This design comes from an exercise in tuning for small area and few clock cycles per item on the open sky130 flow, not from production work.
In this exercise RTL edits were held to simulation tests only and were not proved equivalent to the original.
No activity file was given, so power comes from the tool's default toggle rates. The clock port is modelled as an ideal driver; clocking choices that lean on that would not hold on a real chip.

==> tundra <==
==> flow/design.v (excerpt) <==
module boardRenderer (
    input  logic       clock,
    input  logic       reset,
    input  logic       trigger,
    input  logic [3:0] redX,
    input  logic [3:0] redY,
    input  logic [3:0] blueX,
    input  logic [3:0] blueY,
    output logic [9:0] x,
    output logic [8:0] y,
    output logic [2:0] colour,
    output logic       plotEnable,
    output logic       busy
);
==> module boardRenderer, before the edit <==
module boardRenderer (
    input  logic       clock,
    input  logic       reset,
    input  logic       trigger,
    input  logic [3:0] redX,
    input  logic [3:0] redY,
    input  logic [3:0] blueX,
    input  logic [3:0] blueY,
    output logic [9:0] x,
    output logic [8:0] y,
    output logic [2:0] colour,
    output logic       plotEnable,
    output logic       busy
);
    logic         clearing;      
    logic         pending;       
    logic         running;       
    logic [8:0]   tile;          
    logic [3:0]   dy;            
    logic [3:0]   dx;            
    logic [7:0]   redTile;
    logic [7:0]   blueTile;
    logic [1:0]   tileColour;    
    logic [513:0] ring;
    logic         plotting;
    logic         accept;
    logic         rowEnd;
    logic         tileEnd;
    logic         first;
    logic         wrap;
    logic         isRed;
    logic         isBlue;
    logic [1:0]   head;
    logic [1:0]   store;
    assign rowEnd  = dx[3] & dx[0];                               
    assign tileEnd = rowEnd & dy[3] & dy[0];                      
    assign first   = dx == 4'd0 && dy == 4'd0;
    assign wrap    = (tileEnd & tile[8])
                   | (!running & tile[1] & dy[2] & !dy[1] & dy[0] & dx[2] & dx[1] & dx[0]);
    assign plotting = running & !tile[8];
    assign busy     = clearing | pending | plotting;
    assign accept   = trigger & !busy;
    assign head   = ring[1:0];
    assign isRed  = tile[7:0] == redTile;
    assign isBlue = tile[7:0] == blueTile;
    always_comb begin
        store = head;
        if (clearing) begin
            store = 2'b00;
        end else if (running && first && (isRed || isBlue)) begin
            store = {isRed, isBlue};
        end
    end
    always_ff @(posedge clock) begin
        ring <= {store, ring[513:2]};
    end
    always_ff @(posedge clock) begin
        if (first) begin
            tileColour <= store;
        end
    end
    always_ff @(posedge clock) begin
        if (reset) begin
            clearing <= 1'b1;
            pending  <= 1'b0;
            running  <= 1'b0;
            tile     <= '0;
            dy       <= '0;
            dx       <= '0;
        end else begin
            if (wrap) begin
                clearing <= 1'b0;
                running  <= pending | accept;
                pending  <= 1'b0;
                tile     <= '0;
                dy       <= '0;
                dx       <= '0;
            end else begin
                if (accept) begin
                    pending <= 1'b1;
                end
                if (!rowEnd) begin
                    dx <= dx + 1'b1;
                end else begin
                    dx <= '0;
                    if (!tileEnd) begin
                        dy <= dy + 1'b1;
                    end else begin
                        dy   <= '0;
                        tile <= tile + 1'b1;
                    end
                end
            end
        end
    end
    always_ff @(posedge clock) begin
        if (accept) begin
            redTile  <= {redY, redX};
            blueTile <= {blueY, blueX};
        end
    end
    logic [1:0] shown;
    assign shown = first ? store : tileColour;
    assign x          = 10'(tile[3:0]) * 10'd10 + 10'(dx);
    assign y          = 9'(tile[7:4]) * 9'd10 + 9'(dy);
    assign colour     = {shown[1], shown[1] & shown[0], shown[0]};
    assign plotEnable = plotting;
endmodule
clock: 6.0 ns
lec_check: 0
cap_margin: 20
core_margin: 2
core_utilization: 70
cts_buf_list: sky130_fd_sc_hd__clkbuf_8 sky130_fd_sc_hd__clkbuf_4
cts_cluster_size: 20
slew_margin: 20
run.sh (not shown) runs the stock make flow with config.mk's settings and CLKGATE_MAP_FILE= SYNTH_SCRIPT=/design/flow/synth_recipe.tcl, a recipe that flattens the netlist after the stock synthesis.
==> fjord: changes against tundra <==
--- a/flow/design.v
+++ b/flow/design.v
@@ -103,4 +103,4 @@
     assign shown = first ? store : tileColour;
-    assign x          = 10'(tile[3:0]) * 10'd10 + 10'(dx);
-    assign y          = 9'(tile[7:4]) * 9'd10 + 9'(dy);
+    assign x          = {7'(tile[3:0]) + {tile[3:0], 2'b00} + 7'(dx[3:1]), dx[0]};
+    assign y          = 9'({7'(tile[7:4]) + {1'b0, tile[7:4], 2'b00} + 7'(dy[3:1]), dy[0]});
     assign colour     = {shown[1], shown[1] & shown[0], shown[0]};
==> flow/flow/run.sh (new file) <==
#!/bin/bash
# The standard layout (standard.sh, standard synthesis included) with two changes:
# - the port buffers are sky130_fd_sc_hd__buf_1 cells (the smallest buffer);
# - clock tree synthesis uses clkbuf_4 only, sink clusters of up to 12 within
#   40 um, and no dummy loads.
# standard.sh's full output goes to standard.log; ORFS keeps each step's log
# under orfs/logs/.
set -euo pipefail
export BUFFER_PORTS_ARGS="-buffer_cell sky130_fd_sc_hd__buf_1"
export CTS_ARGS="-sink_clustering_enable -repair_clock_nets -sink_clustering_size 12 -sink_clustering_max_diameter 40 -buf_list sky130_fd_sc_hd__clkbuf_4 -dont_use_dummy_load"
bash standard.sh > standard.log 2>&1
==> flow/standard.sh (new file) <==
#!/bin/bash
# synth_recipe.tcl (not shown) runs the flow's synth.tcl, then flattens the netlist and writes it again
# the make line also repeats each setting of config.mk as NAME=value (left out here)
make -C /OpenROAD-flow-scripts/flow DESIGN_CONFIG=/design/flow/config.mk WORK_HOME=/design/flow/orfs CLKGATE_MAP_FILE= SYNTH_SCRIPT=/design/flow/synth_recipe.tcl "${@:-finish}"
--- a/flow/config.mk
+++ b/flow/config.mk
@@ -10,4 +10,2 @@
 export CORE_UTILIZATION = 70
-export CTS_BUF_LIST = sky130_fd_sc_hd__clkbuf_8 sky130_fd_sc_hd__clkbuf_4
-export CTS_CLUSTER_SIZE = 20
 export SLEW_MARGIN = 20
removed: flow/run.sh
==> run summary <==
quantity	tundra	fjord
Outcome	complete, no violations	complete, no violations
Number of antenna cells inserted	0	1
Cell-internal power	5.37 mW	4.10 mW
Starting density of the core	0.720	0.718
Core outline area	17,400 µm²	17,400 µm²
Portion of the layout cell area used by clock cells	0.109	0.0306
Clock network fraction of design power	0.447	0.270
Final-layout worst hold slack	0.312 ns	0.256 ns
CP Launch Point	tile[7]	tile[0]
Met2 wire length	9.14 mm	6.85 mm
Setup slack of the critical path after layout	1.38 ns	1.77 ns
Clock buffer cells	116	54
Delay of the slowest critical-path stage	0.54 ns	0.55 ns
Leakage	6.00 nW	5.28 nW
Cts bufs inserted	73	54
Die area	19,000 µm²	18,900 µm²
Switching power	1.34 mW	969 µW
Fin crit share	0.770	0.705
Post-Route Skew	0.0236 ns	0.0745 ns
Testbench counts of tundra, summed over its fixed seeds: cycles 6,579,184, passes 256.
Testbench counts of fjord, summed over its fixed seeds: cycles 6,579,184, passes 256.

* * *

==> try-maple <==
RTL: one of the versions met above, not the one the previous note started from.
==> module boardRenderer, before the edit <==
module boardRenderer (
    input  logic       clock,
    input  logic       reset,
    input  logic       trigger,
    input  logic [3:0] redX,
    input  logic [3:0] redY,
    input  logic [3:0] blueX,
    input  logic [3:0] blueY,
    output logic [9:0] x,
    output logic [8:0] y,
    output logic [2:0] colour,
    output logic       plotEnable,
    output logic       busy
);
    logic         clearing;      
    logic         pending;       
    logic         running;       
    logic [8:0]   tile;          
    logic [3:0]   dy;            
    logic [3:0]   dx;            
    logic [7:0]   redTile;
    logic [7:0]   blueTile;
    logic [1:0]   tileColour;    
    logic [513:0] ring;
    logic         plotting;
    logic         accept;
    logic         rowEnd;
    logic         tileEnd;
    logic         first;
    logic         wrap;
    logic         isRed;
    logic         isBlue;
    logic [1:0]   head;
    logic [1:0]   store;
    assign rowEnd  = dx[3] & dx[0];                               
    assign tileEnd = rowEnd & dy[3] & dy[0];                      
    assign first   = dx == 4'd0 && dy == 4'd0;
    assign wrap    = (tileEnd & tile[8])
                   | (!running & tile[1] & dy[2] & !dy[1] & dy[0] & dx[2] & dx[1] & dx[0]);
    assign plotting = running & !tile[8];
    assign busy     = clearing | pending | plotting;
    assign accept   = trigger & !busy;
    assign head   = ring[1:0];
    assign isRed  = tile[7:0] == redTile;
    assign isBlue = tile[7:0] == blueTile;
    always_comb begin
        store = head;
        if (clearing) begin
            store = 2'b00;
        end else if (running && first && (isRed || isBlue)) begin
            store = {isRed, isBlue};
        end
    end
    always_ff @(posedge clock) begin
        ring <= {store, ring[513:2]};
    end
    always_ff @(posedge clock) begin
        if (first) begin
            tileColour <= store;
        end
    end
    always_ff @(posedge clock) begin
        if (reset) begin
            clearing <= 1'b1;
            pending  <= 1'b0;
            running  <= 1'b0;
            tile     <= '0;
            dy       <= '0;
            dx       <= '0;
        end else begin
            if (wrap) begin
                clearing <= 1'b0;
                running  <= pending | accept;
                pending  <= 1'b0;
                tile     <= '0;
                dy       <= '0;
                dx       <= '0;
            end else begin
                if (accept) begin
                    pending <= 1'b1;
                end
                if (!rowEnd) begin
                    dx <= dx + 1'b1;
                end else begin
                    dx <= '0;
                    if (!tileEnd) begin
                        dy <= dy + 1'b1;
                    end else begin
                        dy   <= '0;
                        tile <= tile + 1'b1;
                    end
                end
            end
        end
    end
    always_ff @(posedge clock) begin
        if (accept) begin
            redTile  <= {redY, redX};
            blueTile <= {blueY, blueX};
        end
    end
    logic [1:0] shown;
    assign shown = first ? store : tileColour;
    assign x          = {7'(tile[3:0]) + {tile[3:0], 2'b00} + 7'(dx[3:1]), dx[0]};
    assign y          = 9'({7'(tile[7:4]) + {1'b0, tile[7:4], 2'b00} + 7'(dy[3:1]), dy[0]});
    assign colour     = {shown[1], shown[1] & shown[0], shown[0]};
    assign plotEnable = plotting;
endmodule
Settings: LEC_CHECK=0, CAP_MARGIN=20, CORE_MARGIN=2, CORE_UTILIZATION=70, SLEW_MARGIN=20; clock period 6.0 ns.
standard.sh (not shown) runs the stock make flow with config.mk's settings and CLKGATE_MAP_FILE= SYNTH_SCRIPT=/design/flow/synth_recipe.tcl, a recipe that flattens the netlist after the stock synthesis.
==> flow/flow/run.sh <==
#!/bin/bash
# The standard layout (standard.sh, standard synthesis included) with two changes:
# - the port buffers are sky130_fd_sc_hd__buf_1 cells (the smallest buffer);
# - clock tree synthesis uses clkbuf_8 only, sink clusters of up to 20 within
#   60 um, and no dummy loads.
# standard.sh's full output goes to standard.log; ORFS keeps each step's log
# under orfs/logs/.
set -euo pipefail
export BUFFER_PORTS_ARGS="-buffer_cell sky130_fd_sc_hd__buf_1"
export CTS_ARGS="-sink_clustering_enable -repair_clock_nets -sink_clustering_size 20 -sink_clustering_max_diameter 60 -buf_list sky130_fd_sc_hd__clkbuf_8 -dont_use_dummy_load"
bash standard.sh > standard.log 2>&1
==> try-harbor (differences from try-maple) <==
--- a/flow/design.v
+++ b/flow/design.v
@@ -102,6 +102,6 @@
     logic [1:0] shown;
     assign shown = first ? store : tileColour;
-    assign x          = {7'(tile[3:0]) + {tile[3:0], 2'b00} + 7'(dx[3:1]), dx[0]};
-    assign y          = 9'({7'(tile[7:4]) + {1'b0, tile[7:4], 2'b00} + 7'(dy[3:1]), dy[0]});
+    assign x          = 10'(tile[3:0]) * 10'd10 + 10'(dx);
+    assign y          = 9'(tile[7:4]) * 9'd10 + 9'(dy);
     assign colour     = {shown[1], shown[1] & shown[0], shown[0]};
     assign plotEnable = plotting;
==> flow/run.sh (new file) <==
#!/bin/bash
# synth_recipe.tcl (not shown) runs the flow's synth.tcl, then flattens the netlist and writes it again
# the make line also repeats each setting of config.mk as NAME=value (left out here)
make -C /OpenROAD-flow-scripts/flow DESIGN_CONFIG=/design/flow/config.mk WORK_HOME=/design/flow/orfs CLKGATE_MAP_FILE= SYNTH_SCRIPT=/design/flow/synth_recipe.tcl finish
Settings changed: CTS_BUF_LIST from default to sky130_fd_sc_hd__clkbuf_16, CTS_CLUSTER_DIAMETER from default to 100, CTS_CLUSTER_SIZE from default to 30.
removed: flow/flow/run.sh
removed: flow/standard.sh
==> try-zinc (differences from try-maple) <==
==> flow/flow/run.sh (replaced) <==
#!/bin/bash
# The standard layout (standard.sh, standard synthesis included) with two changes:
# - the port buffers are sky130_fd_sc_hd__buf_1 cells (the smallest buffer);
# - clock tree synthesis uses clkbuf_16 only, sink clusters of up to 30 within
#   100 um, and no dummy loads.
# standard.sh's full output goes to standard.log; ORFS keeps each step's log
# under orfs/logs/.
set -euo pipefail
export BUFFER_PORTS_ARGS="-buffer_cell sky130_fd_sc_hd__buf_1"
export CTS_ARGS="-sink_clustering_enable -repair_clock_nets -sink_clustering_size 30 -sink_clustering_max_diameter 100 -buf_list sky130_fd_sc_hd__clkbuf_16 -dont_use_dummy_load"
bash standard.sh > standard.log 2>&1
==> run summary <==
Non-clock buffer total of the final layout: try-maple 40; try-zinc 40; try-harbor 42
Overall routing resource usage: try-maple 17.01%; try-zinc 20.52%; try-harbor 21.21%
Final std cell area, no fill: try-maple 13250 sq um; try-zinc 13370 sq um; try-harbor 13760 sq um
Via-to-Cell Ratio: try-maple 4.626; try-zinc 4.763; try-harbor 4.876
Result of the run: try-maple timing/DRC/antenna clean; try-zinc timing/DRC/antenna clean; try-harbor timing/DRC/antenna clean
Growth of design area from synthesis to finish: try-maple 6.251%; try-zinc 7.244%; try-harbor 9.780%
Post-placement cell area: try-maple 12820 sq um; try-zinc 12820 sq um; try-harbor 13170 sq um
First-pass GRT wire length: try-maple 24.57 mm; try-zinc 28.58 mm; try-harbor 29.73 mm
Multi-input gate share of total cell area: try-maple 8.432%; try-zinc 8.354%; try-harbor 8.709%
Multiplexer area fraction after synthesis: try-maple 0.08026%; try-zinc 0.08026%; try-harbor 0.08982%
Register share of the cell area: try-maple 84.61%; try-zinc 83.82%; try-harbor 81.45%
Overall die height: try-maple 137.5 um; try-zinc 137.5 um; try-harbor 137.8 um
Internal Power: try-maple 0.004151 W; try-zinc 0.004349 W; try-harbor 0.004379 W
Power spent charging and discharging nets: try-maple 0.0009511 W; try-zinc 0.001000 W; try-harbor 0.001057 W
Testbench counts of try-maple, summed over its fixed seeds: cycles 6,579,184, passes 256.
Testbench counts of try-harbor, summed over its fixed seeds: cycles 6,579,184, passes 256.
Testbench counts of try-zinc, summed over its fixed seeds: cycles 6,579,184, passes 256.

[re-timing with driven ports]
How much do the figures lean on ideal ports? The routed layouts below were timed once more, with nothing changed but the port constraints. Step 1 sets driving cells, clkbuf_16 on the clock port and buf_2 on the other inputs (assumed; they add their load-dependent delay and slew). Step 2 times the ports against the registers' clock, not the clock port: input delays grow and output delays shrink by t, the midpoint of the rising clock arrivals with the driver on. Three values: ideal ports, drivers, drivers and shift; two values: the first two.
run | shift t [ns] | slack for setup (ns) | hold WS [ns]
tundra | 0.607 | 1.383 / 1.340 / 1.947 | 0.312 / 0.312 / 0.312
fjord | 0.690 | 1.769 / 1.730 / 2.420 | 0.256 / 0.256 / 0.256
try-maple | 0.601 | 1.823 / 1.787 / 2.388 | 0.300 / 0.300 / 0.300
try-harbor | 0.580 | 1.377 / 1.334 / 1.914 | 0.321 / 0.321 / 0.321
try-zinc | 0.560 | 1.936 / 1.889 / 2.449 | 0.300 / 0.300 / 0.300
After both steps setup and hold are still met in every run listed.
